From an optimization exercise on the open Yosys and OpenROAD flow, aimed at small area, a short achievable clock period and few clock cycles; shortcuts taken in it are not production practice. Only simulation tests tie the RTL to the original design; equivalence was not proved. Power figures rest on the tool's default switching activity, not on a simulated workload.

gamma:
==> flow/design.v (excerpt) <==
module parity_cpu_top (
	input  logic                   clk,
	input  logic                   arst_n,
	input  logic                   psel,
	input  logic                   penable,
	input  logic                   pwrite,
	input  logic [9-1:0] paddr,
	input  cpu_pkg::byte_t         pwdata,
	output cpu_pkg::byte_t         prdata,
	output logic                   pready,
	output logic                   pslverr
);
Size: about 3600 cells after synthesis, about 32 I/O pins.
==> flow/config.mk <==
export PLATFORM = sky130hd
export DESIGN_NAME = parity_cpu_top
export DESIGN_NICKNAME = parity_cpu_top
export VERILOG_FILES = /design/flow/design.v
export SDC_FILE = /design/flow/constraint.sdc
export NUM_CORES = 4
export LEC_CHECK = 0
export CAP_MARGIN = 20
export CORE_MARGIN = 2
export CORE_UTILIZATION = 40
export CTS_BUF_LIST = sky130_fd_sc_hd__clkbuf_16
export CTS_CLUSTER_DIAMETER = 80
export CTS_CLUSTER_SIZE = 25
export SLEW_MARGIN = 20
==> flow/constraint.sdc <==
create_clock -name core_clock -period 10.0 [get_ports {clk}]
set_input_delay 2.0000 -clock core_clock [delete_from_list [all_inputs] [get_ports {clk}]]
set_output_delay 2.0000 -clock core_clock [all_outputs]
set_load 0.01 [all_outputs]
standard.sh (not shown) runs the stock make flow with config.mk's settings and CLKGATE_MAP_FILE= SYNTH_SCRIPT=/design/flow/synth_recipe.tcl, a recipe that flattens the netlist after the stock synthesis.
==> flow/flow/run.sh <==
#!/bin/bash
set -euo pipefail
bash standard.sh SETUP_SLACK_MARGIN=6.8 finish > standard.log 2>&1
Testbench counts of gamma, summed over its fixed seeds: cycles 10,229.
Input-level comparison between delta and gamma:
--- a/flow/design.v
+++ b/flow/design.v
@@ -154,17 +154,17 @@
 		end
 	end
 	assign complete  = psel && penable && ready_q;
 	assign is_status = paddr[9-1];
 	assign is_fixed  = !is_status && (((paddr[7:2] == 6'b001111) && (paddr[1:0] != 2'b00)) || (paddr[7:0] == 8'hff));
 	assign start     = complete && pwrite && (paddr == 9'h100) && pwdata[0] && !busy;
 	assign at1  = at15(sum15(paddr[7:0]), h1);
 	assign at3  = at15(sum15(paddr[7:0]), h3);
-	assign pend = busy && (paddr[7:6] != 2'b00) && !(paddr[7:0] == wa && run_wr);
+	assign pend = busy && (paddr[7:6] != 2'b00) && !(paddr[7:0] == wa && run_wr && !wa_top);
 	always_comb begin
 		if (is_status) ready_d = 1'b1;
 		else if (is_fixed) ready_d = pwrite ? !busy : (!pend && hw_f == 4'd0);
 		else if (pwrite) ready_d = at3 && !busy;
 		else ready_d = at1 && !pend;
 	end
 	assign rd_byp  = wen && (wr_r == ridx(paddr[7:0]));
 	assign rd_ring = (paddr[7:4] == 4'hf) ? ring[16][1] : ring[paddr[3:0]][1];
Results
All of delta and gamma finish clean.
The sequential share of the synthesized area of gamma and that of delta are within noise of each other.
On full die area, delta tracks gamma almost exactly.
Detailed-route via count: delta vs gamma down about 1.3%
delta against gamma: multi-input combinational cell area went down; worst-case hold slack climbed 0.0082 ns; mean instance size in the synthesized netlist moved up.
met1 wire length ends up lower on delta.
For gamma, the library cell contributing the largest single delay on the critical path was sky130_fd_sc_hd__mux4_2, unlike delta, where it was sky130_fd_sc_hd__fa_2.
delta ended up with a higher worst-margin pin slew than gamma did.
delta vs. gamma: layout clock buffer count rose by 2; post-synth net total shrank by 39; global-route wire length before repair lost about 3.5%.
Testbench counts of delta, summed over its fixed seeds: cycles 10,229.


Setup of oak:
Another version of the RTL of parity_cpu_top (not shown whole).
For scale: ~3600 cells after synthesis, roughly 2200 flip-flops, ~55000 um2 of cells after synthesis.
Settings: LEC_CHECK=0, CAP_MARGIN=20, CORE_MARGIN=2, CORE_UTILIZATION=40, CTS_BUF_LIST=sky130_fd_sc_hd__clkbuf_16, CTS_CLUSTER_DIAMETER=80, CTS_CLUSTER_SIZE=25, SLEW_MARGIN=20; clock period 10.0 ns.
==> flow/flow/run.sh <==
#!/bin/bash
set -euo pipefail
bash standard.sh SETUP_SLACK_MARGIN=6.5 finish > standard.log 2>&1
Testbench counts of oak, summed over its fixed seeds: cycles 10,229.
[inputs] pine vs oak
diff --git a/flow/design.v b/flow/design.v
--- a/flow/design.v
+++ b/flow/design.v
@@ -54,18 +54,24 @@
 		else step15 = (a == 4'd0 || a == 4'd15) ? 4'd14 : a - 4'd1;
 	endfunction
 	function automatic logic [3:0] pos15(input logic [3:0] m, input logic [3:0] hh);
 		logic [5:0] t;
 		t = 6'd30 + {1'b0, m, 1'b0} - {1'b0, hh, 1'b0} - 6'd1;
 		if (t >= 6'd30) t = t - 6'd30;
 		if (t >= 6'd15) t = t - 6'd15;
 		pos15 = t[3:0];
 	endfunction
+	function automatic logic sumeq(input logic [4:0] a, input logic [4:0] b, input logic [4:0] k);
+		logic [4:0] x, c;
+		x = a ^ b ^ k;
+		c = (a & b) | ((a | b) & ~k);
+		sumeq = (x == {c[3:0], 1'b0});
+	endfunction
 	function automatic logic [4:0] ridx(input logic [7:0] x);
 		ridx = (x[7:4] == 4'hf) ? 5'd16 : {1'b0, x[3:0]};
 	endfunction
 	logic [NR-1:0][NS-1:0][7:0] ring;
 	logic [NR-1:0][7:0] slot0_d;
 	logic [3:0] h, h1, h3;
 	logic [3:0] h_next;
 	logic [7:0] pad_q, tap_q, seed_q, top_q;
 	logic       busy;
@@ -99,24 +105,24 @@
 	logic       fill;
 	logic [7:0] q_in;
 	logic       wen;
 	logic [4:0] wr_r;
 	logic [7:0] wd;
 	logic [7:0] s_new;
 	logic       in_pad_new;
 	logic [5:0] wi_new;
 	logic [7:0] byte_new;
-	logic [4:0] pe;
 	logic       at1, at3;
 	logic       pend;
 	logic       ready_d;
 	logic [7:0] rd_ring;
 	logic [7:0] rd_next;
+	logic [7:0] rd_fixed;
 	assign h_next = (h >= 4'd15) ? 4'd0 : add15(h, 4'd8);
 	always_ff @(posedge clk) begin
 		h  <= h_next;
 		h1 <= add15(h_next, 4'd8);
 		h3 <= add15(h_next, 4'd9);
 	end
 	always_comb begin
 		for (int r = 0; r < NR; r++) begin
 			slot0_d[r] = (wen && wr_r == 5'(r)) ? wd : ring[r][1];
@@ -148,56 +154,57 @@
 			wd   = wd_q;
 		end else begin
 			wen  = hw_v;
 			wr_r = hw_r;
 			wd   = hw_d;
 		end
 	end
 	assign complete  = psel && penable && ready_q;
 	assign is_status = paddr[9-1];
-	assign is_fixed  = !is_status && (((paddr[7:0] >= 8'(61)) && (paddr[7:0] <= 8'(63))) || (paddr[7:0] == 8'hff));
+	assign is_fixed  = !is_status && (((paddr[7:2] == 6'b001111) && (paddr[1:0] != 2'b00)) || (paddr[7:0] == 8'hff));
 	assign start     = complete && pwrite && (paddr == 9'h100) && pwdata[0] && !busy;
-	assign pe   = sum15(paddr[7:0]);
-	assign at1  = at15(pe, h1);
-	assign at3  = at15(pe, h3);
-	assign pend = busy && ((paddr[7:0] > wa) || (paddr[7:0] == wa && !run_wr));
+	assign at1  = sumeq({1'b0, paddr[7:4]}, {1'b0, paddr[3:0]}, {1'b0, h1})
+	           || sumeq({1'b0, paddr[7:4]}, {1'b0, paddr[3:0]}, {1'b0, h1} + 5'd15);
+	assign at3  = sumeq({1'b0, paddr[7:4]}, {1'b0, paddr[3:0]}, {1'b0, h3})
+	           || sumeq({1'b0, paddr[7:4]}, {1'b0, paddr[3:0]}, {1'b0, h3} + 5'd15);
+	assign pend = busy && (paddr[7:6] != 2'b00) && !(paddr[7:0] == wa && run_wr);
 	always_comb begin
 		if (is_status) ready_d = 1'b1;
-		else if (is_fixed) ready_d = pwrite ? !busy : !pend;
+		else if (is_fixed) ready_d = pwrite ? !busy : (!pend && hw_f == 4'd0);
 		else if (pwrite) ready_d = at3 && !busy;
 		else ready_d = at1 && !pend;
 	end
 	assign rd_ring = (paddr[7:4] == 4'hf) ? slot0_d[16] : slot0_d[paddr[3:0]];
 	always_comb begin
+		if (paddr[7]) rd_fixed = top_q;
+		else if (!paddr[1]) rd_fixed = pad_q;
+		else if (!paddr[0]) rd_fixed = tap_q;
+		else rd_fixed = seed_q;
 		if (is_status) rd_next = {6'b0, done, busy};
-		else if (paddr[7:0] == 8'(61)) rd_next = hw_f[0] ? hw_d : pad_q;
-		else if (paddr[7:0] == 8'(62)) rd_next = hw_f[1] ? hw_d : tap_q;
-		else if (paddr[7:0] == 8'(63)) rd_next = hw_f[2] ? hw_d : seed_q;
-		else if (paddr[7:0] == 8'hff) rd_next = hw_f[3] ? hw_d : top_q;
+		else if (is_fixed) rd_next = rd_fixed;
 		else rd_next = rd_ring;
 	end
 	always_ff @(posedge clk or negedge arst_n) begin
 		if (!arst_n) begin
-			ready_q <= 1'b0;
 			busy    <= 1'b0;
 			done    <= 1'b0;
 		end else begin
-			ready_q <= psel && ready_d;
 			if (start) begin
 				busy <= 1'b1;
 				done <= 1'b0;
 			end else if (run_msg && wi == 6'(59 - 1)) begin
 				busy <= 1'b0;
 				done <= 1'b1;
 			end
 		end
 	end
 	always_ff @(posedge clk) begin
+		ready_q  <= psel && ready_d;
 		prdata_q <= rd_next;
 		hw_v <= complete && pwrite && !is_status && !is_fixed;
 		hw_r <= ridx(paddr[7:0]);
 		hw_d <= pwdata;
 		hw_f[0] <= complete && pwrite && !is_status && paddr[7:0] == 8'(61);
 		hw_f[1] <= complete && pwrite && !is_status && paddr[7:0] == 8'(62);
 		hw_f[2] <= complete && pwrite && !is_status && paddr[7:0] == 8'(63);
 		hw_f[3] <= complete && pwrite && !is_status && paddr[7:0] == 8'hff;
 		if (hw_f[0]) pad_q <= hw_d;
Findings:
Diff oak -> pine | maximum frequency | decrease of 2.2 MHz
In pine, number of fill cells is higher than in oak.
Source-to-sink clock delay at the later pin of the worst-skew pair ends up higher on pine.
pine vs. oak: number of synthesized flops with an enable pin now sits higher; worst setup slack after placement now sits higher.
Testbench counts of pine, summed over its fixed seeds: cycles 10,229.


Another version of the RTL of parity_cpu_top (not shown whole).
Size in the first run: ~3,200 cells after synthesis, about 2,200 flip-flops.
==> module parity_cpu_top, before the edit <==
module parity_cpu_top (
	input  logic                   clk,
	input  logic                   arst_n,
	input  logic                   psel,
	input  logic                   penable,
	input  logic                   pwrite,
	input  logic [9-1:0] paddr,
	input  cpu_pkg::byte_t         pwdata,
	output cpu_pkg::byte_t         prdata,
	output logic                   pready,
	output logic                   pslverr
);
	localparam int NR = 17;
	localparam int NS = 15;
	function automatic logic [3:0] add15(input logic [3:0] a, input logic [3:0] k);
		logic [4:0] t;
		t = {1'b0, a} + {1'b0, k};
		if (t >= 5'd15) t = t - 5'd15;
		add15 = t[3:0];
	endfunction
	function automatic logic [4:0] sum15(input logic [7:0] x);
		sum15 = {1'b0, x[7:4]} + {1'b0, x[3:0]};
	endfunction
	function automatic logic at15(input logic [4:0] e, input logic [3:0] h);
		at15 = (e == {1'b0, h}) || (e == {1'b0, h} + 5'd15);
	endfunction
	function automatic logic [4:0] ridx(input logic [7:0] x);
		ridx = (x[7:4] == 4'hf) ? 5'd16 : {1'b0, x[3:0]};
	endfunction
	logic [NR-1:0][NS-1:0][7:0] ring;
	logic [NR-1:0][7:0] slot0_d;
	logic [3:0] h, h1, h3, h8;
	logic [3:0] h_next;
	logic [7:0] pad_q, tap_q, seed_q, top_q;
	logic       busy;
	logic       done;
	logic [7:0] wa;       
	logic [7:0] s;        
	logic [5:0] ri;       
	logic [5:0] wi;       
	logic [7:0] fifo [8];
	logic       ready_q;
	logic [7:0] prdata_q;
	logic       hw_v;
	logic [4:0] hw_r;
	logic [7:0] hw_d;
	logic       complete;
	logic       is_status;
	logic       is_fixed;
	logic       start;
	logic [7:0] pad_end;
	logic       in_pad;
	logic       wa_at1;
	logic       run_pad;
	logic       run_msg;
	logic       run_wr;
	logic       ri_at8;
	logic       fill;
	logic       q_hit;
	logic [7:0] q_in;
	logic [7:0] q_out;
	logic [5:0] qn;
	logic       wen;
	logic [4:0] wr_r;
	logic [7:0] wd;
	logic [7:0] s_next;
	logic [4:0] pe;
	logic       wa_top;
	logic       run_top;
	logic       at1, at3;
	logic       pend;
	logic       ready_d;
	logic [7:0] rd_ring;
	logic [7:0] rd_next;
	assign h_next = (h >= 4'd15) ? 4'd0 : add15(h, 4'd8);
	always_ff @(posedge clk) begin
		h  <= h_next;
		h1 <= add15(h_next, 4'd8);
		h3 <= add15(h_next, 4'd9);
		h8 <= add15(h_next, 4'd4);
	end
	always_comb begin
		for (int r = 0; r < NR; r++) begin
			slot0_d[r] = (wen && wr_r == 5'(r)) ? wd : ring[r][1];
		end
	end
	always_ff @(posedge clk) begin
		for (int r = 0; r < NR; r++) begin
			ring[r][0] <= slot0_d[r];
			for (int p = 1; p < NS - 1; p++) ring[r][p] <= ring[r][p+1];
			ring[r][NS-1] <= ring[r][0];
		end
	end
	assign pad_end = pad_q + 8'(64);
	assign in_pad  = (wa < pad_end);
	assign s_next  = {s[6:0], ^(s & tap_q)};
	assign wa_top  = (wa == 8'hff);
	assign wa_at1  = at15(sum15(wa), h1) || wa_top;
	assign run_pad = busy && in_pad && wa_at1;
	assign q_hit   = ri_at8 && (ri != 6'(59));
	assign run_msg = busy && !in_pad && wa_at1 && ((ri != wi) || q_hit);
	assign run_wr  = run_pad || run_msg;
	assign run_top = run_wr && wa_top;
	assign ri_at8  = at15(sum15({2'b00, ri}), h8);
	assign qn      = ri - wi;
	assign fill    = busy && q_hit && (qn != 6'd8 || run_msg);
	assign q_in    = ring[ri[3:0]][8];
	assign q_out   = (ri == wi) ? q_in : fifo[wi[2:0]];
	always_comb begin
		if (busy) begin
			wen  = run_wr && !wa_top;
			wr_r = ridx(wa);
			wd   = (in_pad ? 8'h20 : q_out) ^ s;
		end else begin
			wen  = hw_v;
			wr_r = hw_r;
			wd   = hw_d;
		end
	end
	assign complete  = psel && penable && ready_q;
	assign is_status = paddr[9-1];
	assign is_fixed  = !is_status && (((paddr[7:0] >= 8'(61)) && (paddr[7:0] <= 8'(63))) || (paddr[7:0] == 8'hff));
	assign start     = complete && pwrite && (paddr == 9'h100) && pwdata[0] && !busy;
	assign pe   = sum15(paddr[7:0]);
	assign at1  = at15(pe, h1);
	assign at3  = at15(pe, h3);
	assign pend = busy && ((paddr[7:0] > wa) || (paddr[7:0] == wa && !run_wr));
	always_comb begin
		if (is_status) ready_d = 1'b1;
		else if (is_fixed) ready_d = pwrite ? !busy : !pend;
		else if (pwrite) ready_d = at3 && !busy;
		else ready_d = at1 && !pend;
	end
	assign rd_ring = (paddr[7:4] == 4'hf) ? slot0_d[16] : slot0_d[paddr[3:0]];
	always_comb begin
		if (is_status) rd_next = {6'b0, done, busy};
		else if (paddr[7:0] == 8'(61)) rd_next = pad_q;
		else if (paddr[7:0] == 8'(62)) rd_next = tap_q;
		else if (paddr[7:0] == 8'(63)) rd_next = seed_q;
		else if (paddr[7:0] == 8'hff) rd_next = top_q;
		else rd_next = rd_ring;
	end
	always_ff @(posedge clk or negedge arst_n) begin
		if (!arst_n) begin
			ready_q <= 1'b0;
			busy    <= 1'b0;
			done    <= 1'b0;
		end else begin
			ready_q <= psel && ready_d;
			if (start) begin
				busy <= 1'b1;
				done <= 1'b0;
			end else if (run_msg && wi == 6'(59 - 1)) begin
				busy <= 1'b0;
				done <= 1'b1;
			end
		end
	end
	always_ff @(posedge clk) begin
		prdata_q <= rd_next;
		hw_v <= complete && pwrite && !is_status && !is_fixed;
		hw_r <= ridx(paddr[7:0]);
		hw_d <= pwdata;
		if (complete && pwrite && paddr[7:0] == 8'(61) && !is_status) pad_q <= pwdata;
		if (complete && pwrite && paddr[7:0] == 8'(62) && !is_status) tap_q <= pwdata;
		if (complete && pwrite && paddr[7:0] == 8'(63) && !is_status) seed_q <= pwdata;
		if (run_top) top_q <= wd;
		else if (complete && pwrite && paddr[7:0] == 8'hff && !is_status) top_q <= pwdata;
		if (start) begin
			wa <= 8'(64);
			s  <= seed_q;
			ri <= '0;
			wi <= '0;
		end else begin
			if (run_wr) begin
				wa <= wa + 8'd1;
				s  <= s_next;
			end
			if (run_msg) wi <= wi + 6'd1;
			if (fill) ri <= ri + 6'd1;
		end
		if (fill) fifo[ri[2:0]] <= q_in;
	end
	assign prdata  = prdata_q;
	assign pready  = ready_q;
	assign pslverr = 1'b0;
endmodule
export LEC_CHECK = 0
export CAP_MARGIN = 20
export CORE_MARGIN = 2
export CORE_UTILIZATION = 40
export SLEW_MARGIN = 20
create_clock -name core_clock -period 10.0 [get_ports {clk}]
run.sh (not shown) runs the stock make flow with config.mk's settings and CLKGATE_MAP_FILE= SYNTH_SCRIPT=/design/flow/synth_recipe.tcl, a recipe that flattens the netlist after the stock synthesis.
Stock flow here: none of the scripts above is used.
The starting point passed the timing, design-rule and antenna checks.
Testbench counts at the start, summed over its fixed seeds: cycles 10,229.
Next try:
--- a/flow/design.v
+++ b/flow/design.v
@@ -46,38 +46,50 @@
 	function automatic logic [4:0] sum15(input logic [7:0] x);
 		sum15 = {1'b0, x[7:4]} + {1'b0, x[3:0]};
 	endfunction
 	function automatic logic at15(input logic [4:0] e, input logic [3:0] h);
 		at15 = (e == {1'b0, h}) || (e == {1'b0, h} + 5'd15);
 	endfunction
+	function automatic logic [3:0] step15(input logic [3:0] a, input logic up);
+		if (up) step15 = (a >= 4'd14) ? 4'd0 : a + 4'd1;
+		else step15 = (a == 4'd0 || a == 4'd15) ? 4'd14 : a - 4'd1;
+	endfunction
+	function automatic logic [3:0] pos15(input logic [3:0] m, input logic [3:0] hh);
+		logic [5:0] t;
+		t = 6'd30 + {1'b0, m, 1'b0} - {1'b0, hh, 1'b0} - 6'd1;
+		if (t >= 6'd30) t = t - 6'd30;
+		if (t >= 6'd15) t = t - 6'd15;
+		pos15 = t[3:0];
+	endfunction
 	function automatic logic [4:0] ridx(input logic [7:0] x);
 		ridx = (x[7:4] == 4'hf) ? 5'd16 : {1'b0, x[3:0]};
 	endfunction
 	logic [NR-1:0][NS-1:0][7:0] ring;
 	logic [NR-1:0][7:0] slot0_d;
-	logic [3:0] h, h1, h3, h8;
+	logic [3:0] h, h1, h3;
 	logic [3:0] h_next;
 	logic [7:0] pad_q, tap_q, seed_q, top_q;
 	logic       busy;
 	logic       done;
 	logic [7:0] wa;       
 	logic [7:0] s;        
 	logic [5:0] ri;       
 	logic [5:0] wi;       
+	logic [3:0] pw;       
+	logic [3:0] pr;       
+	logic       in_pad;
 	logic [7:0] fifo [8];
 	logic       ready_q;
 	logic [7:0] prdata_q;
 	logic       hw_v;
 	logic [4:0] hw_r;
 	logic [7:0] hw_d;
 	logic       complete;
 	logic       is_status;
 	logic       is_fixed;
 	logic       start;
-	logic [7:0] pad_end;
-	logic       in_pad;
 	logic       wa_at1;
 	logic       run_pad;
 	logic       run_msg;
 	logic       run_wr;
 	logic       ri_at8;
 	logic       fill;
@@ -99,13 +111,12 @@
 	logic [7:0] rd_next;
 	assign h_next = (h >= 4'd15) ? 4'd0 : add15(h, 4'd8);
 	always_ff @(posedge clk) begin
 		h  <= h_next;
 		h1 <= add15(h_next, 4'd8);
 		h3 <= add15(h_next, 4'd9);
-		h8 <= add15(h_next, 4'd4);
 	end
 	always_comb begin
 		for (int r = 0; r < NR; r++) begin
 			slot0_d[r] = (wen && wr_r == 5'(r)) ? wd : ring[r][1];
 		end
 	end
@@ -113,23 +124,21 @@
 		for (int r = 0; r < NR; r++) begin
 			ring[r][0] <= slot0_d[r];
 			for (int p = 1; p < NS - 1; p++) ring[r][p] <= ring[r][p+1];
 			ring[r][NS-1] <= ring[r][0];
 		end
 	end
-	assign pad_end = pad_q + 8'(64);
-	assign in_pad  = (wa < pad_end);
 	assign s_next  = {s[6:0], ^(s & tap_q)};
 	assign wa_top  = (wa == 8'hff);
-	assign wa_at1  = at15(sum15(wa), h1) || wa_top;
+	assign wa_at1  = (pw == 4'd1) || wa_top;
 	assign run_pad = busy && in_pad && wa_at1;
 	assign q_hit   = ri_at8 && (ri != 6'(59));
 	assign run_msg = busy && !in_pad && wa_at1 && ((ri != wi) || q_hit);
 	assign run_wr  = run_pad || run_msg;
 	assign run_top = run_wr && wa_top;
-	assign ri_at8  = at15(sum15({2'b00, ri}), h8);
+	assign ri_at8  = (pr == 4'd8);
 	assign qn      = ri - wi;
 	assign fill    = busy && q_hit && (qn != 6'd8 || run_msg);
 	assign q_in    = ring[ri[3:0]][8];
 	assign q_out   = (ri == wi) ? q_in : fifo[wi[2:0]];
 	always_comb begin
 		if (busy) begin
@@ -189,12 +198,21 @@
 		if (complete && pwrite && paddr[7:0] == 8'(61) && !is_status) pad_q <= pwdata;
 		if (complete && pwrite && paddr[7:0] == 8'(62) && !is_status) tap_q <= pwdata;
 		if (complete && pwrite && paddr[7:0] == 8'(63) && !is_status) seed_q <= pwdata;
 		if (run_top) top_q <= wd;
 		else if (complete && pwrite && paddr[7:0] == 8'hff && !is_status) top_q <= pwdata;
 		if (start) begin
+			pw <= pos15(4'(64 % 15), h);
+			pr <= pos15(4'd0, h);
+			in_pad <= 1'b1;
+		end else begin
+			pw <= step15(pw, run_wr);
+			pr <= step15(pr, fill);
+			if (run_wr && wa == pad_q + 8'(64 - 1)) in_pad <= 1'b0;
+		end
+		if (start) begin
 			wa <= 8'(64);
 			s  <= seed_q;
 			ri <= '0;
 			wi <= '0;
 		end else begin
 			if (run_wr) begin
Result: The changed run went through all stages and came out clean; sequential share of layout area falls by 0.40 points; final area rises by 0.78%; total power falls by 3.3%; synthesized cell count rises by 10%; via count rises by 11%; final cell count rises by 6.0%; first-iteration DRC count rises by 39%; die area rises by 1.2%; non-clock buffer count stays the same; clock-buffer cell count rises by 9; global-route usage rises by 1.3 points; routed wire length rises by 9.5%.
Testbench counts after the change, summed over its fixed seeds: cycles 10,229.

[static timing again, ports no longer ideal]
The results above use ideal ports. As a check the final layouts listed here were re-extracted and re-timed, cells and wires unchanged. Step 1, drivers: a clkbuf_16 drives clk and a buf_2 each remaining input, both assumed. Step 2 moves the port delays by t, midway between the first and last clock arrival at a register: inputs arrive t later, outputs are due t later. That takes back most of the time a late clock gives input paths. Slacks: no drivers / after step 1 / after step 2; pairs: no drivers / after step 1.
run	shift t [ns]	slack for setup (ns)	worst data-port slew with drivers (ns)
gamma	0.766	6.618 / 6.597 / 5.831	0.14
delta	0.786	6.408 / 6.447 / 5.661	0.16
oak	0.782	6.524 / 6.470 / 5.789	0.11
pine	0.808	6.496 / 6.487 / 5.727	0.09
the first run of note 3	0.841	4.762 / 4.762 / 4.219	0.11
the second run of note 3	0.859	4.846 / 4.901 / 4.043	0.12
After both steps every run listed still meets setup and hold. The setup slack of the second run of note 3, which loses most, moves by +0.055 ns with the drivers and by -0.803 ns with both steps.
